What follows belongs to an exercise in optimizing a design on an open flow for small area; a production flow would make more cautious choices. Function was checked by simulation only, so behaviour that the tests miss may differ from the original. Power figures rest on the tool's default switching activity, not on a simulated workload.

$ cat design/flow/run.sh
#!/bin/bash
# synth_recipe.tcl (not shown) runs the flow's synth.tcl, then flattens the netlist and writes it again
# the make line also repeats each setting of config.mk as NAME=value (left out here)
make -C /OpenROAD-flow-scripts/flow DESIGN_CONFIG=/design/flow/config.mk WORK_HOME=/design/flow/orfs CLKGATE_MAP_FILE= SYNTH_SCRIPT=/design/flow/synth_recipe.tcl finish
$ cat design/flow/config.mk
export PLATFORM = sky130hd
export DESIGN_NAME = vespa_decode
export DESIGN_NICKNAME = vespa_decode
export VERILOG_FILES = /design/flow/design.v
export SDC_FILE = /design/flow/constraint.sdc
export NUM_CORES = 4
export LEC_CHECK = 0
export CAP_MARGIN = 20
export CORE_MARGIN = 2
export CORE_UTILIZATION = 30
export SLEW_MARGIN = 20
export SYNTH_HIERARCHICAL = 1
export SYNTH_MINIMUM_KEEP_SIZE = 0
$ cat design/flow/constraint.sdc
create_clock -name core_clock -period 6.0 [get_ports {i_clk_d}]
set_input_delay 1.2000 -clock core_clock [delete_from_list [all_inputs] [get_ports {i_clk_d}]]
set_output_delay 1.2000 -clock core_clock [all_outputs]
set_load 0.01 [all_outputs]
$ cat design/flow/design.v
package vespa_pkg;
    localparam int NREGS   = 32;
    localparam int REG_MSB = 4;
    localparam int OP_HI   = 31;
    localparam int OP_LO   = 27;
    localparam int RD_HI   = 26;
    localparam int RD_LO   = 22;
    localparam int CD_HI   = 26;
    localparam int CD_LO   = 23;
    localparam int RS1_HI  = 21;
    localparam int RS1_LO  = 17;
    localparam int IMM_BIT = 16;
    localparam int RS2_HI  = 15;
    localparam int RS2_LO  = 11;
    typedef enum logic [4:0] {
        OP_NOP = 5'd0,
        OP_ADD = 5'd1,
        OP_SUB = 5'd2,
        OP_OR  = 5'd3,
        OP_AND = 5'd4,
        OP_NOT = 5'd5,
        OP_XOR = 5'd6,
        OP_CMP = 5'd7,
        OP_BXX = 5'd8,
        OP_JMP = 5'd9,
        OP_LD  = 5'd10,
        OP_LDI = 5'd11,
        OP_LDX = 5'd12,
        OP_ST  = 5'd13,
        OP_STX = 5'd14,
        OP_HLT = 5'd31
    } opcode_e;
    typedef enum logic {
        ST_RUN    = 1'b0,
        ST_HALTED = 1'b1
    } dec_state_e;
endpackage
module vespa_regfile #(
    parameter int DATA_W = 32,
    parameter int NREGS  = 32,
    parameter int AW     = $clog2(NREGS)
) (
    input  logic              clk,
    input  logic              rst_n,
    input  logic              rd_load,
    input  logic [AW-1:0]     rd1_addr,
    input  logic [DATA_W-1:0] rd1_q,
    output logic [DATA_W-1:0] rd1_nxt,
    input  logic [AW-1:0]     rd2_addr,
    input  logic [DATA_W-1:0] rd2_q,
    output logic [DATA_W-1:0] rd2_nxt,
    input  logic              wb_en,
    input  logic [AW-1:0]     wb_addr,
    input  logic [DATA_W-1:0] wb_data
);
    logic [NREGS*DATA_W-1:0] rf;
    logic [NREGS-1:0]        written;
    logic [NREGS-1:0]        we;
    always_comb begin
        for (int i = 0; i < NREGS; i++) we[i] = wb_en && (wb_addr == AW'(i));
    end
    always_ff @(posedge clk or negedge rst_n) begin
        if (!rst_n) written <= '0;
        else        written <= written | we;
    end
    for (genvar i = 0; i < NREGS; i++) begin : g_reg
        logic [DATA_W-1:0] q;
        logic [DATA_W-1:0] nxt;
        logic              ld, hold;
        assign ld   = we[i];
        assign hold = !we[i];
        for (genvar b = 0; b < DATA_W; b++) begin : g_bit
            vespa_cell_ao22 u_ld (.a1(wb_data[b]), .a2(ld), .b1(q[b]), .b2(hold), .y(nxt[b]));
        end
        always_ff @(posedge clk) q <= nxt;
        assign rf[i*DATA_W +: DATA_W] = q;
    end
    vespa_rdport #(.DATA_W(DATA_W), .NREGS(NREGS), .AW(AW)) u_rd1 (
        .rf(rf), .written(written), .addr(rd1_addr), .load(rd_load), .q(rd1_q),
        .wb_en(wb_en), .wb_addr(wb_addr), .wb_data(wb_data), .nxt(rd1_nxt)
    );
    vespa_rdport #(.DATA_W(DATA_W), .NREGS(NREGS), .AW(AW)) u_rd2 (
        .rf(rf), .written(written), .addr(rd2_addr), .load(rd_load), .q(rd2_q),
        .wb_en(wb_en), .wb_addr(wb_addr), .wb_data(wb_data), .nxt(rd2_nxt)
    );
endmodule
module vespa_rdport #(
    parameter int DATA_W = 32,
    parameter int NREGS  = 32,
    parameter int AW     = 5
) (
    input  logic [NREGS*DATA_W-1:0] rf,
    input  logic [NREGS-1:0]        written,
    input  logic [AW-1:0]           addr,
    input  logic                    load,
    input  logic [DATA_W-1:0]       q,
    input  logic                    wb_en,
    input  logic [AW-1:0]           wb_addr,
    input  logic [DATA_W-1:0]       wb_data,
    output logic [DATA_W-1:0]       nxt
);
    localparam int NT = NREGS + 1;           
    localparam int NG = (NT + 2) / 3;        
    logic          byp;
    logic          hold;
    logic [NG*3-1:0] sel;
    assign byp  = wb_en && (wb_addr == addr);
    assign hold = !load;
    always_comb begin
        sel = '0;
        for (int i = 0; i < NREGS; i++) sel[i] = load && !byp && written[i] && (addr == AW'(i));
        sel[NREGS] = load && byp;
    end
    for (genvar b = 0; b < DATA_W; b++) begin : g_bit
        logic [NG*3-1:0] d;
        logic [NG-1:0]   z;
        logic            zh;
        logic [2:0]      g;
        always_comb begin
            d = '0;
            for (int i = 0; i < NREGS; i++) d[i] = rf[i*DATA_W + b];
            d[NREGS] = wb_data[b];
        end
        for (genvar k = 0; k < NG; k++) begin : g_grp
            vespa_cell_aoi222 u_aoi (
                .a1(sel[3*k]),   .a2(d[3*k]),
                .b1(sel[3*k+1]), .b2(d[3*k+1]),
                .c1(sel[3*k+2]), .c2(d[3*k+2]),
                .y(z[k])
            );
        end
        vespa_cell_nand2 u_h  (.a(q[b]), .b(hold), .y(zh));
        vespa_cell_nand4 u_g0 (.a(z[0]), .b(z[1]), .c(z[2]),  .d(z[3]),  .y(g[0]));
        vespa_cell_nand4 u_g1 (.a(z[4]), .b(z[5]), .c(z[6]),  .d(z[7]),  .y(g[1]));
        vespa_cell_nand4 u_g2 (.a(z[8]), .b(z[9]), .c(z[10]), .d(zh),    .y(g[2]));
        vespa_cell_or3   u_o  (.a(g[0]), .b(g[1]), .c(g[2]), .y(nxt[b]));
    end
endmodule
module vespa_cell_ao22 (input logic a1, a2, b1, b2, output logic y);
    assign y = (a1 & a2) | (b1 & b2);
endmodule
module vespa_cell_aoi222 (input logic a1, a2, b1, b2, c1, c2, output logic y);
    assign y = !((a1 & a2) | (b1 & b2) | (c1 & c2));
endmodule
module vespa_cell_nand2 (input logic a, b, output logic y);
    assign y = !(a & b);
endmodule
module vespa_cell_nand4 (input logic a, b, c, d, output logic y);
    assign y = !(a & b & c & d);
endmodule
module vespa_cell_or3 (input logic a, b, c, output logic y);
    assign y = a | b | c;
endmodule
module vespa_decode #(
    parameter int DATA_W = 32,
    parameter int NREGS  = 32
) (
    input  logic              i_clk_d,
    input  logic              i_rst_d,
    input  logic              i_valid_d,
    output logic              o_ready_d,
    input  logic [31:0]       i_PC_d,
    input  logic [31:0]       i_IR_d,
    input  logic              i_flush_d,
    input  logic              i_wb_en,
    input  logic [vespa_pkg::REG_MSB:0]  i_wb_addr,
    input  logic [DATA_W-1:0] i_wb_data,
    output logic              o_valid_x,
    input  logic              i_ready_x,
    output logic [31:0]       o_PC_x,
    output logic [4:0]        o_op_x,
    output logic [vespa_pkg::REG_MSB:0]  o_rdst_x,
    output logic [3:0]        o_cond_x,
    output logic [DATA_W-1:0] o_rs1_val_x,
    output logic [DATA_W-1:0] o_rs2_val_x,
    output logic [DATA_W-1:0] o_imm_x,
    output logic              o_use_imm_x,
    output logic              o_wen_x,
    output logic              o_mem_rd_x,
    output logic              o_mem_wr_x,
    output logic              o_halted
);
    function automatic logic signed [DATA_W-1:0] sext(input logic [31:0] raw, input int w);
        logic signed [31:0] t;
        t = $signed(raw << (32 - w));
        sext = t >>> (32 - w);
    endfunction
    logic [4:0]              op_p0;
    logic [vespa_pkg::REG_MSB:0]        rdst_p0;
    logic [vespa_pkg::REG_MSB:0]        rs1_addr_p0;
    logic [vespa_pkg::REG_MSB:0]        rs2_field_p0;
    logic [vespa_pkg::REG_MSB:0]        rs2_addr_p0;
    logic [DATA_W-1:0]       rs1_val_p0;
    logic [DATA_W-1:0]       rs2_val_p0;
    logic signed [DATA_W-1:0] imm_p0;
    logic                    use_imm_p0;
    logic                    wen_p0;
    logic                    mem_rd_p0;
    logic                    mem_wr_p0;
    logic                    store_p0;
    logic                    load_use_p0;
    logic                    accept;
    assign rdst_p0      = i_IR_d[vespa_pkg::RD_HI:vespa_pkg::RD_LO];
    assign rs1_addr_p0  = i_IR_d[vespa_pkg::RS1_HI:vespa_pkg::RS1_LO];
    assign rs2_field_p0 = i_IR_d[vespa_pkg::RS2_HI:vespa_pkg::RS2_LO];
    assign rs2_addr_p0  = store_p0 ? rdst_p0 : rs2_field_p0;
    always_comb begin
        op_p0      = i_IR_d[vespa_pkg::OP_HI:vespa_pkg::OP_LO];
        imm_p0     = '0;
        use_imm_p0 = 1'b0;
        wen_p0     = 1'b0;
        mem_rd_p0  = 1'b0;
        mem_wr_p0  = 1'b0;
        store_p0   = 1'b0;
        case (i_IR_d[vespa_pkg::OP_HI:vespa_pkg::OP_LO])
            vespa_pkg::OP_ADD, vespa_pkg::OP_SUB, vespa_pkg::OP_OR, vespa_pkg::OP_AND, vespa_pkg::OP_NOT, vespa_pkg::OP_XOR, vespa_pkg::OP_CMP: begin
                wen_p0 = (i_IR_d[vespa_pkg::OP_HI:vespa_pkg::OP_LO] != vespa_pkg::OP_CMP);
                if (i_IR_d[vespa_pkg::IMM_BIT]) begin
                    use_imm_p0 = 1'b1;
                    imm_p0     = sext(i_IR_d, 16);
                end
            end
            vespa_pkg::OP_BXX: begin
                use_imm_p0 = 1'b1;
                imm_p0     = sext(i_IR_d, 23);
            end
            vespa_pkg::OP_JMP: begin
                use_imm_p0 = 1'b1;
                imm_p0     = sext(i_IR_d, 16);
                wen_p0     = i_IR_d[vespa_pkg::IMM_BIT];
            end
            vespa_pkg::OP_LD, vespa_pkg::OP_LDI: begin
                use_imm_p0 = 1'b1;
                imm_p0     = sext(i_IR_d, 22);
                wen_p0     = 1'b1;
                mem_rd_p0  = (i_IR_d[vespa_pkg::OP_HI:vespa_pkg::OP_LO] == vespa_pkg::OP_LD);
            end
            vespa_pkg::OP_LDX: begin
                use_imm_p0 = 1'b1;
                imm_p0     = sext(i_IR_d, 17);
                wen_p0     = 1'b1;
                mem_rd_p0  = 1'b1;
            end
            vespa_pkg::OP_ST: begin
                use_imm_p0 = 1'b1;
                imm_p0     = sext(i_IR_d, 22);
                mem_wr_p0  = 1'b1;
                store_p0   = 1'b1;
            end
            vespa_pkg::OP_STX: begin
                use_imm_p0 = 1'b1;
                imm_p0     = sext(i_IR_d, 17);
                mem_wr_p0  = 1'b1;
                store_p0   = 1'b1;
            end
            vespa_pkg::OP_NOP, vespa_pkg::OP_HLT: ;
            default: op_p0 = vespa_pkg::OP_NOP;
        endcase
    end
    logic              load, hold, ui_load;
    logic [31:0]       pc_q, pc_nxt;
    logic [4:0]        op_q, op_nxt;
    logic [4:0]        rd_q, rd_nxt;
    logic [22:0]       imm_q, imm_nxt;
    logic [3:0]        fl_q, fl_nxt;
    logic [3:0]        fl_p0;
    logic [DATA_W-1:0] rs1_q, rs1_nxt;
    logic [DATA_W-1:0] rs2_q, rs2_nxt;
    assign load    = !o_valid_x || i_ready_x;
    assign hold    = !load;
    assign ui_load = use_imm_p0 && load;
    assign fl_p0   = {use_imm_p0, wen_p0, mem_rd_p0, mem_wr_p0};
    vespa_regfile #(
        .DATA_W (DATA_W),
        .NREGS  (NREGS)
    ) u_regfile (
        .clk      (i_clk_d),
        .rst_n    (i_rst_d),
        .rd_load  (load),
        .rd1_addr (rs1_addr_p0),
        .rd1_q    (rs1_q),
        .rd1_nxt  (rs1_nxt),
        .rd2_addr (rs2_addr_p0),
        .rd2_q    (rs2_q),
        .rd2_nxt  (rs2_nxt),
        .wb_en    (i_wb_en),
        .wb_addr  (i_wb_addr),
        .wb_data  (i_wb_data)
    );
    for (genvar b = 0; b < 32; b++) begin : g_pc
        vespa_cell_ao22 u_ld (.a1(i_PC_d[b]), .a2(load), .b1(pc_q[b]), .b2(hold), .y(pc_nxt[b]));
    end
    for (genvar b = 0; b < 5; b++) begin : g_op
        vespa_cell_ao22 u_ld (.a1(op_p0[b]), .a2(load), .b1(op_q[b]), .b2(hold), .y(op_nxt[b]));
        vespa_cell_ao22 u_rd (.a1(rdst_p0[b]), .a2(load), .b1(rd_q[b]), .b2(hold), .y(rd_nxt[b]));
    end
    for (genvar b = 0; b < 16; b++) begin : g_imm_lo
        vespa_cell_ao22 u_ld (.a1(i_IR_d[b]), .a2(ui_load), .b1(imm_q[b]), .b2(hold), .y(imm_nxt[b]));
    end
    for (genvar b = 16; b < 23; b++) begin : g_imm_hi
        vespa_cell_ao22 u_ld (.a1(imm_p0[b]), .a2(load), .b1(imm_q[b]), .b2(hold), .y(imm_nxt[b]));
    end
    for (genvar b = 0; b < 4; b++) begin : g_fl
        vespa_cell_ao22 u_ld (.a1(fl_p0[b]), .a2(load), .b1(fl_q[b]), .b2(hold), .y(fl_nxt[b]));
    end
    always_ff @(posedge i_clk_d) begin
        pc_q  <= pc_nxt;
        op_q  <= op_nxt;
        rd_q  <= rd_nxt;
        imm_q <= imm_nxt;
        fl_q  <= fl_nxt;
        rs1_q <= rs1_nxt;
        rs2_q <= rs2_nxt;
    end
    always_ff @(posedge i_clk_d or negedge i_rst_d) begin
        if (!i_rst_d)        o_valid_x <= 1'b0;
        else if (i_flush_d)  o_valid_x <= 1'b0;
        else if (load)       o_valid_x <= accept;
    end
    assign o_PC_x      = pc_q;
    assign o_op_x      = op_q;
    assign o_rdst_x    = rd_q;
    assign o_cond_x    = rd_q[4:1];
    assign o_rs1_val_x = rs1_q;
    assign o_rs2_val_x = rs2_q;
    assign o_imm_x     = {{(DATA_W-23){imm_q[22]}}, imm_q};
    assign {o_use_imm_x, o_wen_x, o_mem_rd_x, o_mem_wr_x} = fl_q;
    assign load_use_p0 = o_valid_x && o_mem_rd_x &&
                         ((rs1_addr_p0 == o_rdst_x) ||
                          (store_p0 ? (rdst_p0 == o_rdst_x)
                                    : (!i_IR_d[vespa_pkg::IMM_BIT] && (rs2_field_p0 == o_rdst_x))));
    assign o_ready_d = i_flush_d || (load && !load_use_p0 && !o_halted);
    assign accept    = i_valid_d && o_ready_d && !i_flush_d;
    always_ff @(posedge i_clk_d or negedge i_rst_d) begin
        if (!i_rst_d)                                    o_halted <= 1'b0;
        else if (accept && (op_p0 == vespa_pkg::OP_HLT)) o_halted <= 1'b1;
        else if (i_flush_d)                              o_halted <= 1'b0;
    end
endmodule
==> flow_summary.json, run 1 <==
{
  "status": "timing/DRC/antenna clean",
  "synth-main-ff-cell": "dfxtp_1",
  "synth.top_cells.by_area": "dfxtp_1, a22o_1, a222oi_1",
  "rows": 142,
  "report.final.slew_viol_count": 0,
  "area_growth_pct": 26.4,
  "grt_antenna_before_repair": 8,
  "setup_violations": 0,
  "cts_buffers": 130,
  "postLayoutCoreUtil_pct": 38.2,
  "finalWorstSetupSlack_ns": 0.863,
  "ios": 256,
  "relSlewSlack_pct": 13.1,
  "syn-num-nets": 3872,
  "p_leak_nw": 22.2,
  "whs_ns": 0.476,
  "ys_seq_area_share_pct": 53.0,
  "place_congestion": 0.939,
  "drc": 0,
  "path_cells": "clkdlybuf4s50_1 -> nor2b_1 -> and3_1 -> mux2_2 -> xor2_2 -> nor4_4 -> buf_12 -> a21oi_4 -> buf_4 -> a222oi_1 -> nand4_1 -> or3_1",
  "syn_inst": 3765,
  "worstMarginPinSlew_ns": 1.30,
  "postCtsHoldBufs": 0,
  "setup_tns_ns": 0,
  "synthArstFlopShare_pct": 2.85,
  "post_drt_wl_per_cell_um": 35.0,
  "critPathKind": "primary input to flop",
  "syn_avg_cell_area_sq_um": 12.0,
  "wl_um": 225000,
  "final_common_cell": "dfxtp_1",
  "cp.arrival_ns": 5.79,
  "synth-edff-count": 0,
  "max_stage_delay_ns": 0.57,
  "dp_hpwl_um": 136000,
  "rsz0062_at_grt": "no",
  "crit_buf_inv": 3,
  "drt_pass1_iterations": 15,
  "cp-end-kind": "flop",
  "power_density_nw_per_um2": 378,
  "dieArea_sq_um": 154000,
  "viasPerCell": 7.20,
  "synth_top_cell_area_share_pct": 51.1,
  "clock.fmax_mhz": 195,
  "vias": 46227,
  "drt_iter0_drc": 12894,
  "start_util_pct": 30.2,
  "synth_area_sq_um": 45300,
  "crit_required_ns": 6.65,
  "grt_pass1_wl_um": 316000,
  "fin_crit_sh_pct": 85.6,
  "peakVddDrop_mv": 0.264,
  "synth_seq_cells": 1191,
  "critPathLaunchType": "primary input",
  "cts_tree": "built",
  "cts.repair.resized": 0,
  "clk-insertion-delay-late_ns": 0.79,
  "cts_setup_buffers": 0,
  "ctsHtreeMaxLevel": 4,
  "hold_viol": 0,
  "drive_gt1_share_pct": 12.5,
  "fin_skew_ns": 0.0325,
  "overflow": 0,
  "clk_pin_slew_worst_paths_ns": 0.06,
  "cts_max_path_buffers": 3,
  "io_buffers": 255,
  "crit_slowest_cell": "or3_1",
  "yosysTopAreaCell": "dfxtp_1",
  "grt_max_degree": 72,
  "final_nets": 4411,
  "critPathMaxFanout": 19,
  "post-place-ws_ns": 0.333,
  "coreArea_sq_um": 150000,
  "die_w_um": 393,
  "ys_types": 56,
  "yosysWarnings": 9,
  "cp_top_family": "simple AND/OR/NAND/NOR gates",
  "clkSinkCount": 1191,
  "maxCapViolCount": 0,
  "clock-root-buffer": "clkbuf_16",
  "grt_pass1_vias": 43876,
  "die_y_um": 393,
  "final_cell_mix": "dfxtp_1, a22o_1, a222oi_1",
  "gr-usage-all-layers_pct": 27.7,
  "hp-class": "flop to flop",
  "min_period_ns": 5.14,
  "postRouteAntennaNets": 0
}
==> layer usage <==
layer | vias up | GRT usage (%) | part of all wire [%]
li1 | 18286 | - | -
met1 | 22446 | 35.4 | 37
met2 | 4567 | 39.1 | 40
met3 | 924 | 9.98 | 16
met4 | 4 | 17.5 | 7.2
met5 | - | 0.0638 | 0.0085
==> modules after synthesis, one instance, submodules excluded, a selection <==
module / copies in the design / flops+latches
vespa_cell_aoi222: 704 / 0
vespa_cell_nand2: 64 / 0
vespa_cell_ao22: 1093 / 0
vespa_cell_or3: 64 / 0
vespa_cell_nand4: 192 / 0
vespa_decode: 1 / 135
==> cell families after synthesis <==
logic type                Yosys count  synth area share, %
xor gates and xnor gates           29                0.594
DFF                              1191                 53.0
and+or+nand+nor                   552                 7.01
buffers and inverters              74                0.964
AOI/OAI and AO/OA                1914                 38.3
muxes                               5                0.124
==> final timing paths <==
| check | startpoint | cells past startpoint | end | slack, ns |
|---|---|---|---|---|
| max | i_IR_d[30] | 12 | rs2_q[29] | 0.86 |
| min | pc_q[16] | 1 | pc_q[16] | 0.48 |
| max reg2reg | o_valid_x | 8 | rs2_q[29] | 2.30 |
| min reg2reg | pc_q[16] | 1 | pc_q[16] | 0.48 |
| max in group asynchronous | i_rst_d | 1 | u_regfile.written[16] | 4.90 |
| min in group asynchronous | i_rst_d | 1 | u_regfile.written[0] | 0.54 |
==> where the power goes <==
part	internal [mW]	leakage [nW]	switching, mW
logic	1.53	10.1	1.22
clock network	4.53	2.06	3.44
registers	9.47	10.0	1.47
==> metrics by stage <==
step | power [mW] | cells | cell area (sq um)
2_1_floorplan | 12.1 | 3765 | 45300
3_3_place_gp | 13.6 | 6172 | 52700
3_5_place_dp | 13.6 | 6181 | 52900
4_1_cts | 21.6 | 6410 | 57100
5_1_grt | 22.3 | 6417 | 57300
6_report | 21.7 | 6422 | 57300
==> area by class of cell <==
type / instances / area [sq um]
Sequential cell: 1191 / 24000
Fill cell: 14447 / 92700
Clock inverter: 36 / 325
Timing Repair Buffer: 474 / 4680
Tap cell: 2016 / 2520
Clock buffer: 193 / 3840
Antenna cell: 5 / 12.5
Inverter: 7 / 26.3
Multi-Input combinational cell: 2500 / 21900
==> synth_stat cells (14+ instances only) <==
cell	n
dfrtp_1	34
nand2_1	115
or3_1	65
xor2_1	14
a21oi_1	59
and2_1	14
dfxtp_1	1157
nand3_1	36
nor2_1	40
a222oi_1	704
a22o_1	1093
nand4_1	221
buf_4	17
clkbuf_1	17
a21o_1	37
==> flip-flops by register name, indices dropped and copies added, names as in the netlist <==
signal	cells
o_valid_x	1
rs1_q	32
o_halted	1
rd_q	5
pc_q	32
imm_q	23
rs2_q	32
u_regfile.written	32
u_regfile.g.q	1024
op_q	5
fl_q	4
==> inputs of run 2 (changes only) <==
--- a/design/flow/design.v
+++ b/design/flow/design.v
@@ -263,6 +263,5 @@
     logic [4:0]        rd_q, rd_nxt;
     logic [22:0]       imm_q, imm_nxt;
-    logic [3:0]        fl_q, fl_nxt;
-    logic [3:0]        fl_p0;
+    logic              f16_q, f16_nxt;
     logic [DATA_W-1:0] rs1_q, rs1_nxt;
     logic [DATA_W-1:0] rs2_q, rs2_nxt;
@@ -270,5 +269,4 @@
     assign hold    = !load;
     assign ui_load = use_imm_p0 && load;
-    assign fl_p0   = {use_imm_p0, wen_p0, mem_rd_p0, mem_wr_p0};
     vespa_regfile #(
         .DATA_W (DATA_W),
@@ -301,7 +299,5 @@
         vespa_cell_ao22 u_ld (.a1(imm_p0[b]), .a2(load), .b1(imm_q[b]), .b2(hold), .y(imm_nxt[b]));
     end
-    for (genvar b = 0; b < 4; b++) begin : g_fl
-        vespa_cell_ao22 u_ld (.a1(fl_p0[b]), .a2(load), .b1(fl_q[b]), .b2(hold), .y(fl_nxt[b]));
-    end
+    vespa_cell_ao22 u_f16 (.a1(i_IR_d[vespa_pkg::IMM_BIT]), .a2(load), .b1(f16_q), .b2(hold), .y(f16_nxt));
     always_ff @(posedge i_clk_d) begin
         pc_q  <= pc_nxt;
@@ -309,5 +305,5 @@
         rd_q  <= rd_nxt;
         imm_q <= imm_nxt;
-        fl_q  <= fl_nxt;
+        f16_q <= f16_nxt;
         rs1_q <= rs1_nxt;
         rs2_q <= rs2_nxt;
@@ -325,5 +321,11 @@
     assign o_rs2_val_x = rs2_q;
     assign o_imm_x     = {{(DATA_W-23){imm_q[22]}}, imm_q};
-    assign {o_use_imm_x, o_wen_x, o_mem_rd_x, o_mem_wr_x} = fl_q;
+    assign o_use_imm_x = ((op_q >= vespa_pkg::OP_BXX) && (op_q <= vespa_pkg::OP_STX)) ||
+                         ((op_q >= vespa_pkg::OP_ADD) && (op_q <= vespa_pkg::OP_CMP) && f16_q);
+    assign o_wen_x     = ((op_q >= vespa_pkg::OP_ADD) && (op_q <= vespa_pkg::OP_XOR)) ||
+                         ((op_q >= vespa_pkg::OP_LD) && (op_q <= vespa_pkg::OP_LDX)) ||
+                         ((op_q == vespa_pkg::OP_JMP) && f16_q);
+    assign o_mem_rd_x  = (op_q == vespa_pkg::OP_LD) || (op_q == vespa_pkg::OP_LDX);
+    assign o_mem_wr_x  = (op_q == vespa_pkg::OP_ST) || (op_q == vespa_pkg::OP_STX);
     assign load_use_p0 = o_valid_x && o_mem_rd_x &&
                          ((rs1_addr_p0 == o_rdst_x) ||
==> design/flow/flow/run.sh (new file) <==
#!/bin/bash
# Own layout flow: the standard flow (standard.sh, unchanged synthesis) with two changes:
#  - the port buffers are buf_1 cells instead of the resizer's default choice;
#  - clock tree: larger sink clusters driven by clkbuf_16 and no dummy balancing loads.
# Each run's full output goes to a log file in this folder; ORFS keeps its per-step logs in orfs/logs.
set -euo pipefail
export BUFFER_PORTS_ARGS="-buffer_cell sky130_fd_sc_hd__buf_1"
export CTS_ARGS="-sink_clustering_enable -repair_clock_nets -sink_clustering_size 30 -sink_clustering_max_diameter 60 -buf_list sky130_fd_sc_hd__clkbuf_16 -dont_use_dummy_load"
bash standard.sh > standard_flow.log 2>&1
==> design/flow/standard.sh (new file) <==
#!/bin/bash
# synth_recipe.tcl (not shown) runs the flow's synth.tcl, then flattens the netlist and writes it again
# the make line also repeats each setting of config.mk as NAME=value (left out here)
make -C /OpenROAD-flow-scripts/flow DESIGN_CONFIG=/design/flow/config.mk WORK_HOME=/design/flow/orfs CLKGATE_MAP_FILE= SYNTH_SCRIPT=/design/flow/synth_recipe.tcl "${@:-finish}"
--- a/design/flow/config.mk
+++ b/design/flow/config.mk
@@ -8,5 +8,5 @@
 export CAP_MARGIN = 20
 export CORE_MARGIN = 2
-export CORE_UTILIZATION = 30
+export CORE_UTILIZATION = 60
 export SLEW_MARGIN = 20
 export SYNTH_HIERARCHICAL = 1
removed: design/flow/run.sh
==> flow_summary.json, run 2 <==
{
  "path_common_cell": "a21oi_4",
  "ctsHtreeMaxLevel": 3,
  "yosysWarnings": 9,
  "synthSimpleGateAreaFrac_pct": 6.99,
  "drive_gt1_share_pct": 9.68,
  "worstMarginPinSlew_ns": 1.32,
  "die_y_um": 279,
  "reg2reg_to": "rs1_q[23]",
  "post-place-ws_ns": 0.319,
  "min_path_cells": 1,
  "final_common_cell": "dfxtp_1",
  "synth-edff-count": 0,
  "rsz0062_at_grt": "no",
  "synth_compound_area_share_pct": 38.4,
  "fin_skew_ns": 0.0764,
  "syn-num-nets": 3858,
  "drt_pass1_iterations": 15,
  "area_growth_pct": 13.5,
  "finalWorstSetupSlack_ns": 0.607,
  "min_from": "pc_q[28]",
  "dpl_cell_area_sq_um": 49300,
  "cp.arrival_ns": 5.90,
  "ys_seq_area_share_pct": 52.9,
  "clk-insertion-delay-late_ns": 0.67,
  "report.final.slew_viol_count": 0,
  "vias": 46867,
  "syn_inst": 3751,
  "peakVddDrop_mv": 0.360,
  "power_density_nw_per_um2": 352,
  "cp-end-kind": "flop",
  "cts_buffers": 71,
  "nFillCells": 5485,
  "p_leak_nw": 20.1,
  "critPathLaunchType": "primary input",
  "largest_register": "u_regfile.g.q",
  "maxCapViolCount": 0,
  "critPathKind": "primary input to flop",
  "cts.repair.resized": 0,
  "final_cell_mix": "dfxtp_1, a22o_1, a222oi_1",
  "synthAdderAreaFrac_pct": 0,
  "min_period_ns": 5.39,
  "wl_met2_um": 83700,
  "die_w_um": 279,
  "place_congestion": 1.02,
  "clock.fmax_mhz": 185,
  "cp_top_family": "simple AND/OR/NAND/NOR gates",
  "fin_crit_sh_pct": 89.9,
  "synth_common_cells": "dfxtp_1, a22o_1, a222oi_1",
  "synth_xor_area_share_pct": 0.595,
  "hp-class": "flop to flop",
  "io_buffers": 255,
  "syn_avg_cell_area_sq_um": 12.1,
  "dp.cells": 5084,
  "cts_max_path_buffers": 3,
  "grt_antenna_before_repair": 20,
  "crit_slowest_cell": "and2_4",
  "grt_pass1_vias": 44156,
  "wirelength_met1_um": 70300,
  "synth_area_sq_um": 45200,
  "post_drt_wl_per_cell_um": 40.9,
  "rrSetupSlack_ns": 1.97,
  "dp_hpwl_um": 124000,
  "gr-usage-all-layers_pct": 51.6,
  "synth_top_family_by_area": "compound AO/OA/AOI/OAI gates",
  "routed-wl-met3_um": 37500,
  "cts_tree": "built",
  "synth-main-ff-cell": "dfxtp_1",
  "dieArea_sq_um": 77600,
  "yosysTopAreaCell": "dfxtp_1",
  "postRouteAntennaNets": 0,
  "grt_pass1_wl_um": 299000,
  "ys_types": 64,
  "highest-signal-layer": "met5",
  "synth.top_cells.by_area": "dfxtp_1, a22o_1, a222oi_1",
  "drc": 0,
  "max_stage_delay_ns": 0.86,
  "start_util_pct": 60.7,
  "largest_reg_flops": 1024,
  "synth_seq_cells": 1188,
  "crit_required_ns": 6.51,
  "clock-root-buffer": "clkbuf_16",
  "fin_area_sq_um": 51400,
  "clkSinkCount": 1188,
  "rr_startpoint": "o_valid_x",
  "setup_tns_ns": 0,
  "yosysMostFrequentCell": "dfxtp_1",
  "ios": 256,
  "critPathMaxFanout": 33,
  "coreArea_sq_um": 74600,
  "viasPerCell": 9.05,
  "status": "timing/DRC/antenna clean",
  "whs_ns": 0.473,
  "path_cells": "buf_1 -> or2b_2 -> a21oi_4 -> mux2_2 -> xnor2_1 -> and2_4 -> a21oi_4 -> buf_4 -> a222oi_1 -> nand4_1 -> or3_1",
  "relSlewSlack_pct": 11.7,
  "overflow": 0,
  "clk_pin_slew_worst_paths_ns": 0.05,
  "reg2reg_depth": 8,
  "postCtsHoldBufs": 0,
  "drt_iter0_drc": 13641,
  "synth_top_cell_area_share_pct": 51.1,
  "wl_um": 212000,
  "synthArstFlopShare_pct": 2.86,
  "hold_viol": 0,
  "crit_buf_inv": 2,
  "final_nets": 4304,
  "synth_mux_area_share_pct": 0.147,
  "grt_max_degree": 70,
  "cts_setup_buffers": 0,
  "setup_violations": 0,
  "fin_cells": 5178,
  "rows": 100,
  "hold_end": "pc_q[28]"
}
## run 2: cells by family after synthesis
kind of cell	after synthesis
AO/OA/AOI/OAI	1913
flip-flops	1188
AND/OR/NAND/NOR	544
buffers and inverters	71
XOR/XNOR	29
multiplexers	6
## run 2: through the flow
stage	power (mW)	util, %
2_1_floorplan	12.0	-
3_3_place_gp	13.1	66.1
3_5_place_dp	13.3	66.2
4_1_cts	17.8	68.5
5_1_grt	18.5	68.8
6_report	18.1	68.9
## run 2: worst register-to-register path, delay by kind of cell, from the launching register on
kind            cells  cell delay, ns
simple gates        5            2.19
buf+inv             1            0.42
compound gates      2            0.99
flops               1            0.40
## run 2: area by class of cell
type	instances	area, sq um	share of cell area, %
inverter	7	27.5	0.0536
sequential	1188	24000	46.6
tap	969	1210	2.36
clock buffer	71	1780	3.46
timing repair buffer	437	2600	5.07
multi-input combinational	2492	21800	42.4
antenna	14	35.0	0.0682
## run 2: power breakdown
group / internal, mW / switching [mW]
sequential: 9.43 / 1.40
combinational: 1.28 / 1.27
clock: 2.11 / 2.62
total: 12.8 / 5.29
## run 2: per-layer routing
metal  vias up  track usage, %
li1      17964               -
met1     22263            62.1
met2      5271            71.4
met3      1357            22.8
met4        12            41.2
met5         -           0.500
## run 2: worst max-delay path by stage
stage / start / end / slack (ns) / cells after the start
after floorplan: i_ready_x / imm_q[0] / 0.71 / 4
after global placement: i_IR_d[28] / rs2_q[17] / 0.33 / 11
after detailed placement: i_IR_d[28] / rs2_q[17] / 0.32 / 11
after CTS: i_IR_d[28] / rs2_q[17] / 0.96 / 11
after global routing: i_IR_d[28] / rs2_q[24] / 0.64 / 11
final: i_IR_d[28] / rs2_q[24] / 0.61 / 11
## run 2: Yosys stat by module, one instance, submodules excluded, excerpt
| module | copies in the design | cells inside | flops+latches | area [sq um] |
|---|---|---|---|---|
| vespa_cell_nand2 | 64 | 1 | 0 | 3.75 |
| vespa_decode | 1 | 234 | 132 | 3410 |
| vespa_cell_nand4 | 192 | 1 | 0 | 6.26 |
| vespa_cell_or3 | 64 | 1 | 0 | 6.26 |
| vespa_cell_aoi222 | 704 | 1 | 0 | 10.0 |
| vespa_cell_ao22 | 1090 | 1 | 0 | 8.76 |
==> inputs of run 3 (changes only) <==
--- a/design/flow/design.v
+++ b/design/flow/design.v
@@ -57,6 +57,19 @@
     logic [NREGS-1:0]        written;
     logic [NREGS-1:0]        we;
-    always_comb begin
-        for (int i = 0; i < NREGS; i++) we[i] = wb_en && (wb_addr == AW'(i));
+    logic [7:0]       whi;
+    logic [3:0]       wlo;
+    logic [NREGS-1:0] whold;
+    for (genvar k = 0; k < 8; k++) begin : g_whi
+        vespa_cell_and4 u_dec (
+            .a(wb_addr[4] == k[2]), .b(wb_addr[3] == k[1]), .c(wb_addr[2] == k[0]), .d(wb_en),
+            .y(whi[k])
+        );
+    end
+    for (genvar k = 0; k < 4; k++) begin : g_wlo
+        vespa_cell_and2 u_dec (.a(wb_addr[1] == k[1]), .b(wb_addr[0] == k[0]), .y(wlo[k]));
+    end
+    for (genvar i = 0; i < NREGS; i++) begin : g_we
+        vespa_cell_nand2 u_hold (.a(whi[i / 4]), .b(wlo[i % 4]), .y(whold[i]));
+        vespa_cell_inv   u_we   (.a(whold[i]), .y(we[i]));
     end
     always_ff @(posedge clk or negedge rst_n) begin
@@ -69,5 +82,5 @@
         logic              ld, hold;
         assign ld   = we[i];
-        assign hold = !we[i];
+        assign hold = whold[i];
         for (genvar b = 0; b < DATA_W; b++) begin : g_bit
             vespa_cell_ao22 u_ld (.a1(wb_data[b]), .a2(ld), .b1(q[b]), .b2(hold), .y(nxt[b]));
@@ -105,11 +118,27 @@
     logic          hold;
     logic [NG*3-1:0] sel;
+    logic [NREGS-1:0] sel_r;
     assign byp  = wb_en && (wb_addr == addr);
     assign hold = !load;
+    logic       en;
+    logic [7:0] hi;
+    logic [3:0] lo;
+    assign en = load && !byp;
+    for (genvar k = 0; k < 8; k++) begin : g_hi
+        vespa_cell_and4 u_dec (
+            .a(addr[4] == k[2]), .b(addr[3] == k[1]), .c(addr[2] == k[0]), .d(en), .y(hi[k])
+        );
+    end
+    for (genvar k = 0; k < 4; k++) begin : g_lo
+        vespa_cell_and2 u_dec (.a(addr[1] == k[1]), .b(addr[0] == k[0]), .y(lo[k]));
+    end
     always_comb begin
         sel = '0;
-        for (int i = 0; i < NREGS; i++) sel[i] = load && !byp && written[i] && (addr == AW'(i));
+        sel[NREGS-1:0] = sel_r;
         sel[NREGS] = load && byp;
     end
+    for (genvar i = 0; i < NREGS; i++) begin : g_sel
+        vespa_cell_and3 u_sel (.a(hi[i / 4]), .b(lo[i % 4]), .c(written[i]), .y(sel_r[i]));
+    end
     for (genvar b = 0; b < DATA_W; b++) begin : g_bit
         logic [NG*3-1:0] d;
@@ -152,4 +181,16 @@
     assign y = a | b | c;
 endmodule
+module vespa_cell_and2 (input logic a, b, output logic y);
+    assign y = a & b;
+endmodule
+module vespa_cell_and3 (input logic a, b, c, output logic y);
+    assign y = a & b & c;
+endmodule
+module vespa_cell_and4 (input logic a, b, c, d, output logic y);
+    assign y = a & b & c & d;
+endmodule
+module vespa_cell_inv (input logic a, output logic y);
+    assign y = !a;
+endmodule
 module vespa_decode #(
     parameter int DATA_W = 32,
==> flow_summary.json, run 3 <==
{
  "status": "timing/DRC/antenna clean",
  "cts_max_path_buffers": 3,
  "grt_pass1_wl_um": 288000,
  "cp-end-kind": "flop",
  "final_cell_mix": "dfxtp_1, a22o_1, a222oi_1",
  "rows": 99,
  "setup_violations": 0,
  "seq_area_sq_um": 24000,
  "coreArea_sq_um": 73200,
  "dpl_cell_area_sq_um": 48000,
  "yosysWarnings": 9,
  "fin_crit_sh_pct": 87.6,
  "ys_types": 47,
  "die_w_um": 276,
  "viasPerCell": 8.97,
  "grt_pass1_vias": 43991,
  "clk-insertion-delay-late_ns": 0.67,
  "yosysTopAreaCell": "dfxtp_1",
  "final_nets": 4244,
  "dp_hpwl_um": 114000,
  "ios": 256,
  "path_cells": "buf_1 -> or2b_2 -> a21oi_4 -> mux2_2 -> xor2_1 -> nor4_2 -> a31oi_1 -> and4_1 -> and3_1 -> buf_12 -> a222oi_1 -> nand4_1 -> or3_1",
  "wl_um": 201000,
  "postRouteAntennaNets": 0,
  "grt_max_degree": 56,
  "syn-num-nets": 3740,
  "finalWorstSetupSlack_ns": 0.746,
  "ys_seq_area_share_pct": 53.9,
  "fin_skew_ns": 0.0565,
  "place_congestion": 0.985,
  "max_stage_delay_ns": 0.53,
  "clkSinkCount": 1188,
  "cts_tree": "built",
  "drive_gt1_share_pct": 7.04,
  "io_buffers": 255,
  "fin_cells": 5106,
  "drt_iter0_drc": 14677,
  "overflow": 0,
  "power_density_nw_per_um2": 361,
  "crit_required_ns": 6.54,
  "post-place-ws_ns": 0.321,
  "grt_antenna_before_repair": 9,
  "dieArea_sq_um": 76300,
  "peakVddDrop_mv": 0.292,
  "fin_area_sq_um": 49900,
  "maxCapViolCount": 0,
  "cp.arrival_ns": 5.79,
  "synth_area_sq_um": 44500,
  "relSlewSlack_pct": 17.7,
  "largest_register": "u_regfile.g.q",
  "synth_common_cells": "dfxtp_1, a22o_1, a222oi_1",
  "rr_startpoint": "o_valid_x",
  "largest_reg_flops": 1024,
  "dp.cells": 5020,
  "vias": 45781,
  "min_from": "imm_q[3]",
  "area_growth_pct": 12.1,
  "syn_inst": 3633,
  "synth-main-ff-cell": "dfxtp_1",
  "clock-root-buffer": "clkbuf_16",
  "crit_slowest_cell": "and3_1",
  "rsz0062_at_grt": "no",
  "cts_setup_buffers": 0,
  "postLayoutCoreUtil_pct": 68.1,
  "synth_seq_cells": 1188,
  "whs_ns": 0.475,
  "clock.fmax_mhz": 190,
  "min_period_ns": 5.25,
  "report.final.slew_viol_count": 0,
  "drc": 0,
  "final_common_cell": "dfxtp_1",
  "hp-class": "flop to flop",
  "gr-usage-all-layers_pct": 49.6,
  "postCtsHoldBufs": 0,
  "nFillCells": 5410,
  "hold_viol": 0,
  "synth_top_cell_area_share_pct": 51.9,
  "critPathMaxFanout": 16,
  "p_total_mw": 18.0,
  "synthArstFlopShare_pct": 2.86,
  "worstMarginPinSlew_ns": 1.23,
  "multi_input_area_sq_um": 20200,
  "die_y_um": 276,
  "clk_pin_slew_worst_paths_ns": 0.09,
  "cts.repair.resized": 0,
  "yosysMostFrequentCell": "dfxtp_1",
  "p_leak_nw": 20.4,
  "drt_pass1_iterations": 20,
  "critPathLaunchType": "primary input",
  "synth.top_cells.by_area": "dfxtp_1, a22o_1, a222oi_1",
  "syn_avg_cell_area_sq_um": 12.2,
  "ctsHtreeMaxLevel": 3,
  "cts_buffers": 74,
  "critPathKind": "primary input to flop",
  "setup_tns_ns": 0,
  "start_util_pct": 60.8,
  "crit_start": "i_IR_d[28]",
  "synth-edff-count": 0,
  "post_drt_wl_per_cell_um": 39.3
}
-- run 3: final timing paths --
path                                         end  slack [ns]  cells after the start
setup / recovery                        rs2_q[8]        0.75                     13
hold / removal                          imm_q[3]        0.48                      1
max in group asynchronous  u_regfile.written[31]        4.64                      1
setup reg to reg                       rs1_q[21]        2.29                      9
min in group asynchronous  u_regfile.written[25]        0.70                      1
hold reg to reg                         imm_q[3]        0.48                      1
-- run 3: cell families after synthesis --
family | synth area share (%)
xor gates and xnor gates | 0.571
DFF | 53.9
AOI/OAI and AO/OA | 37.7
buffers and inverters | 0.703
muxes | 0.149
and+or+nand+nor | 6.99
-- run 3: area by class of cell --
type                       instances  area share [%]
inverter                          54           0.406
antenna                           12          0.0602
sequential                      1188            48.0
tap                              959            2.41
timing repair buffer             443            4.84
multi-input combinational       2376            40.6
clock buffer                      74            3.71
-- run 3: power breakdown --
| group | internal (mW) | switching (mW) |
|---|---|---|
| Sequential | 9.43 | 1.39 |
| Combinational | 1.25 | 1.11 |
| Clock | 2.19 | 2.62 |
| Total | 12.9 | 5.13 |
-- run 3: metal layers --
metal / GRT usage (%) / wire [um] / part of all wire (%)
met1: 62.6 / 67800 / 34
met2: 68.1 / 79000 / 39
met3: 18.2 / 34400 / 17
met4: 39.5 / 19200 / 9.6
met5: 1.25 / 93 / 0.046
-- run 3: per-module statistics from Yosys, one instance, submodules excluded, excerpt --
module	flip-flops and latches	cell area, sq um	cells inside	times used
vespa_cell_nand2	0	3.75	1	96
vespa_cell_ao22	0	8.76	1	1090
vespa_cell_inv	0	3.75	1	32
vespa_cell_aoi222	0	10.0	1	704
vespa_cell_and4	0	8.76	1	24
vespa_cell_and3	0	6.26	1	64
vespa_cell_and2	0	6.26	1	12
vespa_cell_nand4	0	6.26	1	192
vespa_decode	132	3410	234	1
vespa_cell_or3	0	6.26	1	64
-- run 3: critical path: cells and delay by family --
kind | cells | cell delay (ns)
AOI/OAI and AO/OA | 3 | 1.04
xor gates and xnor gates | 1 | 0.18
buffers and inverters | 2 | 0.56
muxes | 1 | 0.42
and+or+nand+nor | 6 | 2.36
==> inputs of run 4 (changes only) <==
==> design/flow/flow/run.sh (replaced) <==
#!/bin/bash
# Own layout flow: the standard flow (standard.sh, unchanged synthesis) with these changes:
#  - the port buffers are buf_1 cells instead of the resizer's default choice;
#  - clock tree: larger sink clusters driven by clkbuf_16 and no dummy balancing loads;
# The full output goes to a log file in this folder; ORFS keeps its per-step logs in orfs/logs.
set -euo pipefail
export BUFFER_PORTS_ARGS="-buffer_cell sky130_fd_sc_hd__buf_1"
export CTS_ARGS="-sink_clustering_enable -repair_clock_nets -sink_clustering_size 30 -sink_clustering_max_diameter 60 -buf_list sky130_fd_sc_hd__clkbuf_16 -dont_use_dummy_load"
bash standard.sh > standard_flow.log 2>&1
--- a/design/flow/config.mk
+++ b/design/flow/config.mk
@@ -8,5 +8,5 @@
 export CAP_MARGIN = 20
 export CORE_MARGIN = 2
-export CORE_UTILIZATION = 60
+export CORE_UTILIZATION = 65
 export SLEW_MARGIN = 20
 export SYNTH_HIERARCHICAL = 1
==> flow_summary.json, run 4 <==
{
  "status": "timing/DRC/antenna clean",
  "critPathLaunchType": "primary input",
  "start_util_pct": 65.9,
  "synth_common_cells": "dfxtp_1, a22o_1, a222oi_1",
  "final_nets": 4235,
  "synthAdderAreaFrac_pct": 0,
  "cts_max_path_buffers": 3,
  "max_stage_delay_ns": 0.78,
  "p_leak_nw": 20.3,
  "drive_gt1_share_pct": 6.76,
  "viasPerCell": 9.29,
  "critPathKind": "primary input to flop",
  "cp-end-kind": "flop",
  "yosysMostFrequentCell": "dfxtp_1",
  "cp_top_family": "simple AND/OR/NAND/NOR gates",
  "synth_mux_area_share_pct": 0.149,
  "drt_pass1_iterations": 17,
  "clk_pin_slew_worst_paths_ns": 0.08,
  "syn-num-nets": 3740,
  "setup_violations": 0,
  "crit_required_ns": 6.52,
  "syn_avg_cell_area_sq_um": 12.2,
  "grt_antenna_before_repair": 11,
  "cts_setup_buffers": 0,
  "path_cells": "buf_1 -> or2b_2 -> a21oi_4 -> mux2_2 -> xor2_1 -> nor4_2 -> a31oi_1 -> and4_1 -> and3_1 -> buf_4 -> a222oi_1 -> nand4_1 -> or3_1",
  "final_cell_mix": "dfxtp_1, a22o_1, a222oi_1",
  "critPathMaxFanout": 32,
  "synth_compound_area_share_pct": 37.7,
  "dp_hpwl_um": 115000,
  "post_drt_wl_per_cell_um": 39.8,
  "synth_seq_cells": 1188,
  "cts_buffers": 67,
  "ctsHtreeMaxLevel": 3,
  "clkSinkCount": 1188,
  "io_buffers": 255,
  "yosysWarnings": 9,
  "crit_slowest_cell": "nand4_1",
  "synthSimpleGateAreaFrac_pct": 6.99,
  "final_common_cell": "dfxtp_1",
  "rows": 95,
  "relSlewSlack_pct": 7.66,
  "synth_top_family_by_area": "compound AO/OA/AOI/OAI gates",
  "hp-class": "primary input to asynchronous set/reset pin",
  "ys_types": 47,
  "maxCapViolCount": 0,
  "dieArea_sq_um": 70500,
  "postCtsHoldBufs": 0,
  "synth-main-ff-cell": "dfxtp_1",
  "die_y_um": 266,
  "largest_register": "u_regfile.g.q",
  "wl_um": 199000,
  "min_period_ns": 5.53,
  "cp.arrival_ns": 6.05,
  "largest_reg_flops": 1024,
  "worstMarginPinSlew_ns": 1.39,
  "power_density_nw_per_um2": 359,
  "drt_iter0_drc": 15283,
  "area_growth_pct": 11.5,
  "grt_max_degree": 56,
  "hold_viol": 0,
  "synth_area_sq_um": 44500,
  "vias": 46550,
  "report.final.slew_viol_count": 0,
  "clock-root-buffer": "clkbuf_16",
  "fin_crit_sh_pct": 92.1,
  "place_congestion": 1.07,
  "clk-insertion-delay-late_ns": 0.67,
  "synthArstFlopShare_pct": 2.86,
  "peakVddDrop_mv": 0.272,
  "postLayoutCoreUtil_pct": 73.4,
  "gr-usage-all-layers_pct": 53.4,
  "drc": 0,
  "overflow": 0,
  "clock.fmax_mhz": 181,
  "rsz0062_at_grt": "no",
  "cts.repair.resized": 0,
  "cts_tree": "built",
  "grt_pass1_vias": 44068,
  "grt_pass1_wl_um": 284000,
  "fin_skew_ns": 0.0775,
  "syn_inst": 3633,
  "setup_tns_ns": 0,
  "crit_buf_inv": 2,
  "synth.top_cells.by_area": "dfxtp_1, a22o_1, a222oi_1",
  "synth-edff-count": 0,
  "synth_top_cell_area_share_pct": 51.9,
  "coreArea_sq_um": 67500,
  "ios": 256,
  "crit_start": "i_IR_d[28]",
  "ys_seq_area_share_pct": 53.9,
  "die_w_um": 266,
  "postRouteAntennaNets": 0,
  "synth_xor_area_share_pct": 0.571,
  "yosysTopAreaCell": "dfxtp_1",
  "rr_startpoint": "o_valid_x"
}
==> run 4: per-stage QoR <==
step	hold slack (ns)	setup slack [ns]	instances	total power, mW	instance area [sq um]
final	0.434	0.473	5009	17.8	49600
after global routing	0.448	0.454	5000	18.2	49600
after CTS	0.480	1.02	4996	17.5	49500
after detailed placement	0.454	0.368	4929	13.1	47800
after global placement	0.454	0.416	4929	12.9	47800
after floorplan	0.439	0.887	3633	12.0	44500
==> run 4: report_power, final <==
part / switching (mW) / total (mW) / internal [mW] / leakage (nW)
clock network: 2.58 / 4.58 / 2.00 / 0.826
registers: 1.42 / 10.8 / 9.43 / 9.99
logic: 1.13 / 2.38 / 1.25 / 9.46
==> run 4: final timing paths <==
path	endpoint	slack, ns	cells after the start
setup / recovery	rs2_q[15]	0.47	13
hold / removal	u_regfile.written[1]	0.43	1
setup reg to reg	rs2_q[15]	1.55	10
hold reg to reg	u_regfile.written[1]	0.48	1
max in group asynchronous	u_regfile.written[19]	5.05	2
min in group core_clock	u_regfile.written[1]	0.48	1
==> run 4: layout make-up <==
class | count | area (sq um)
clock buffer | 67 | 1680
timing repair buffer | 441 | 2400
tap | 873 | 1090
sequential | 1188 | 24000
antenna | 10 | 25.0
fill | 4700 | 17900
multi-input combinational | 2376 | 20200
inverter | 54 | 203
==> run 4: worst reg2reg max path, cell delays in order (launching register included) <==
cell and delay (ns):
dfrtp_1 0.40, nand2b_2 0.31, inv_1 0.13, buf_4 0.49, a31oi_1 0.22, and4_1 0.37
and3_1 0.21, buf_4 0.29, a222oi_1 0.51, nand4_1 0.78, or3_1 0.63
==> run 4: cells by family after synthesis <==
family / after synthesis
compound gates: 1819
xor+xnor: 29
flops: 1188
buf+inv: 69
simple gates: 522
mux: 6
==> run 4: per-module statistics from Yosys, one instance, submodules excluded, excerpt <==
module / flip-flops and latches / copies in the design / cells inside / area [sq um]
vespa_cell_inv: 0 / 32 / 1 / 3.75
vespa_cell_or3: 0 / 64 / 1 / 6.26
vespa_cell_aoi222: 0 / 704 / 1 / 10.0
vespa_cell_nand4: 0 / 192 / 1 / 6.26
vespa_cell_nand2: 0 / 96 / 1 / 3.75
vespa_cell_and3: 0 / 64 / 1 / 6.26
vespa_cell_ao22: 0 / 1090 / 1 / 8.76
vespa_decode: 132 / 1 / 234 / 3410
vespa_cell_and4: 0 / 24 / 1 / 8.76
vespa_cell_and2: 0 / 12 / 1 / 6.26
==> run 4: metal layers <==
metal / track usage (%) / share of wire [%] / up-vias
met1: 66.3 / 32 / 21825
met4: 42.9 / 10 / 8
met3: 23.0 / 19 / 1488
met2: 71.6 / 38 / 5669
li1: - / - / 17560
met5: 0.762 / 0.029 / -
==> inputs of run 5 (changes only) <==
--- a/design/flow/config.mk
+++ b/design/flow/config.mk
@@ -8,5 +8,5 @@
 export CAP_MARGIN = 20
 export CORE_MARGIN = 2
-export CORE_UTILIZATION = 65
+export CORE_UTILIZATION = 70
 export SLEW_MARGIN = 20
 export SYNTH_HIERARCHICAL = 1
==> flow_summary.json, run 5 <==
{
  "drt_iter0_drc": 16486,
  "final_nets": 4209,
  "cts_setup_buffers": 0,
  "grt_max_degree": 70,
  "status": "timing/DRC/antenna clean",
  "synthAdderAreaFrac_pct": 0,
  "wl_um": 196000,
  "relSlewSlack_pct": 28.8,
  "largest_register": "u_regfile.g.q",
  "ctsHtreeMaxLevel": 2,
  "final_cell_mix": "dfxtp_1, a22o_1, a222oi_1",
  "synth_xor_area_share_pct": 0.571,
  "viasPerCell": 9.43,
  "clock.fmax_mhz": 181,
  "finalWorstSetupSlack_ns": 0.476,
  "drive_gt1_share_pct": 6.05,
  "dp_hpwl_um": 110000,
  "die_y_um": 256,
  "critPathKind": "primary input to flop",
  "path_cells": "buf_1 -> or2b_2 -> a21oi_4 -> mux2_2 -> xor2_1 -> nor4_2 -> a31oi_1 -> and4_1 -> and3_1 -> buf_4 -> a222oi_1 -> nand4_1 -> or3_1",
  "drt_pass1_iterations": 22,
  "hold_viol": 0,
  "clk-insertion-delay-late_ns": 0.70,
  "cts.repair.resized": 0,
  "peakVddDrop_mv": 0.340,
  "synthSimpleGateAreaFrac_pct": 6.99,
  "setup_violations": 0,
  "rows": 92,
  "gr-usage-all-layers_pct": 56.2,
  "cts_tree": "built",
  "post-place-ws_ns": 0.341,
  "syn-num-nets": 3740,
  "synth_common_cells": "dfxtp_1, a22o_1, a222oi_1",
  "dp.cells": 4889,
  "ys_seq_area_share_pct": 53.9,
  "start_util_pct": 70.6,
  "synth-edff-count": 0,
  "drc": 0,
  "power_density_nw_per_um2": 355,
  "synth_mux_area_share_pct": 0.149,
  "post_drt_wl_per_cell_um": 39.6,
  "cp-end-kind": "flop",
  "maxCapViolCount": 0,
  "synthArstFlopShare_pct": 2.86,
  "grt_antenna_before_repair": 9,
  "final_common_cell": "dfxtp_1",
  "vias": 46715,
  "synth_area_sq_um": 44500,
  "synth_seq_cells": 1188,
  "place_congestion": 1.03,
  "syn_inst": 3633,
  "grt_pass1_vias": 44578,
  "yosysTopAreaCell": "dfxtp_1",
  "grt_pass1_wl_um": 281000,
  "ys_types": 47,
  "hp-class": "flop to flop",
  "synth-main-ff-cell": "dfxtp_1",
  "io_buffers": 255,
  "yosysMostFrequentCell": "dfxtp_1",
  "fin_skew_ns": 0.0704,
  "critPathMaxFanout": 20,
  "crit_slowest_cell": "nand4_1",
  "min_period_ns": 5.52,
  "area_growth_pct": 10.4,
  "clock-root-buffer": "clkbuf_16",
  "worstMarginPinSlew_ns": 1.07,
  "max_stage_delay_ns": 0.61,
  "cts_buffers": 57,
  "clk_pin_slew_worst_paths_ns": 0.10,
  "critPathLaunchType": "primary input",
  "cp_top_family": "simple AND/OR/NAND/NOR gates",
  "synth.top_cells.by_area": "dfxtp_1, a22o_1, a222oi_1",
  "fin_cells": 4954,
  "clkSinkCount": 1188,
  "overflow": 0,
  "postCtsHoldBufs": 0,
  "crit_required_ns": 6.56,
  "cp.arrival_ns": 6.09,
  "crit_buf_inv": 2,
  "setup_tns_ns": 0,
  "cts_max_path_buffers": 3,
  "synth_top_cell_area_share_pct": 51.9,
  "synth_top_family_by_area": "compound AO/OA/AOI/OAI gates",
  "fin_crit_sh_pct": 92.1,
  "postRouteAntennaNets": 0,
  "rsz0062_at_grt": "no",
  "largest_reg_flops": 1024,
  "coreArea_sq_um": 63000,
  "ios": 256,
  "yosysWarnings": 9,
  "synth_compound_area_share_pct": 37.7,
  "whs_ns": 0.482,
  "die_w_um": 256,
  "syn_avg_cell_area_sq_um": 12.2,
  "dieArea_sq_um": 65600,
  "p_leak_nw": 20.1,
  "report.final.slew_viol_count": 0
}
-- run 5: cell counts after synthesis --
No cell type changed its count.
-- run 5: Yosys stat by module, one instance, submodules excluded, excerpt --
module             cells  times used
vespa_cell_and3        1          64
vespa_cell_and4        1          24
vespa_cell_nand2       1          96
vespa_cell_nand4       1         192
vespa_cell_or3         1          64
vespa_decode         234           1
vespa_cell_aoi222      1         704
vespa_cell_and2        1          12
-- run 5: final timing paths --
kind | start | to | depth (start not counted) | slack [ns]
worst max-delay path | i_IR_d[28] | rs2_q[3] | 13 | 0.48
worst min-delay path | imm_q[10] | imm_q[10] | 1 | 0.48
worst max register to register | o_valid_x | rs2_q[3] | 9 | 2.10
worst min register to register | imm_q[10] | imm_q[10] | 1 | 0.48
max in group asynchronous | i_rst_d | o_valid_x | 1 | 4.64
min in group asynchronous | i_rst_d | u_regfile.written[10] | 1 | 0.67
-- run 5: metal layers --
layer	wire length [um]	GRT usage, %	vias to the layer above
li1	-	-	17511
met3	39100	26.3	1660
met1	60700	68.5	21554
met2	75100	75.1	5982
met4	21300	46.3	8
met5	52	0.658	-
-- run 5: cell type report --
class,instances,area (sq um)
fill,4071,13800
inverter,54,204
timing repair buffer,425,2240
sequential,1188,24000
multi-input combinational,2376,20200
clock buffer,57,1430
tap,846,1060
antenna,8,20.0
-- run 5: metrics by stage --
stage / utilization (%) / total power [mW] / instance area (sq um)
final: 78.0 / 17.4 / 49100
after global routing: 78.0 / 17.8 / 49100
after CTS: 78.0 / 17.0 / 49100
after detailed placement: 75.7 / 13.1 / 47700
after global placement: 75.7 / 12.9 / 47700
after floorplan: - / 12.0 / 44500
-- run 5: cell families after synthesis --
group	after synthesis
DFF	1188
AOI/OAI and AO/OA	1819
xor gates and xnor gates	29
and+or+nand+nor	522
buffers and inverters	69
muxes	6
-- run 5: where the power goes --
| group | total, mW | switching (mW) | internal, mW |
|---|---|---|---|
| sequential | 10.8 | 1.42 | 9.43 |
| clock | 4.21 | 2.52 | 1.69 |
| combinational | 2.37 | 1.12 | 1.25 |
-- run 5: worst register-to-register path, stage by stage, from the launching register on --
cell	delay (ns)
dfrtp_1	0.39
nand2b_2	0.30
inv_1	0.20
a31oi_1	0.12
and4_1	0.36
and3_1	0.48
buf_4	0.41
a222oi_1	0.38
nand4_1	0.61
or3_1	0.58

-- static timing again, ports no longer ideal --
How much do the figures lean on ideal ports? The routed layouts below were timed once more, with nothing changed but the port constraints. Step 1 sets driving cells, clkbuf_16 on the clock port and buf_2 on the other inputs (assumed; they add their load-dependent delay and slew). Step 2, shift: input delay + t, output delay - t, t = (earliest + latest rising clock arrival at the registers) / 2. This alone moves slack from input paths to output paths. a / b / c = no drivers / after step 1 / after step 2; a / b = the first two.
run | t, ns | setup slack, ns | hold WS [ns] | cell pins on the clock port's net
run 1 | 0.849 | 0.863 / 0.922 / 0.074 | 0.476 / 0.476 / 0.476 | 1
run 2 | 0.707 | 0.607 / 0.645 / -0.061 | 0.473 / 0.473 / 0.473 | 1
run 3 | 0.716 | 0.746 / 0.799 / 0.083 | 0.475 / 0.475 / 0.475 | 1
run 4 | 0.708 | 0.473 / 0.522 / -0.186 | 0.434 / 0.385 / 0.480 | 1
run 5 | 0.739 | 0.476 / 0.528 / -0.211 | 0.482 / 0.482 / 0.482 | 1
Met with ideal ports but missed after step 2: setup timing in run 2, run 4 and run 5. For run 1, which loses most, drivers alone change the setup slack by +0.059 ns; drivers and shift together by -0.789 ns.
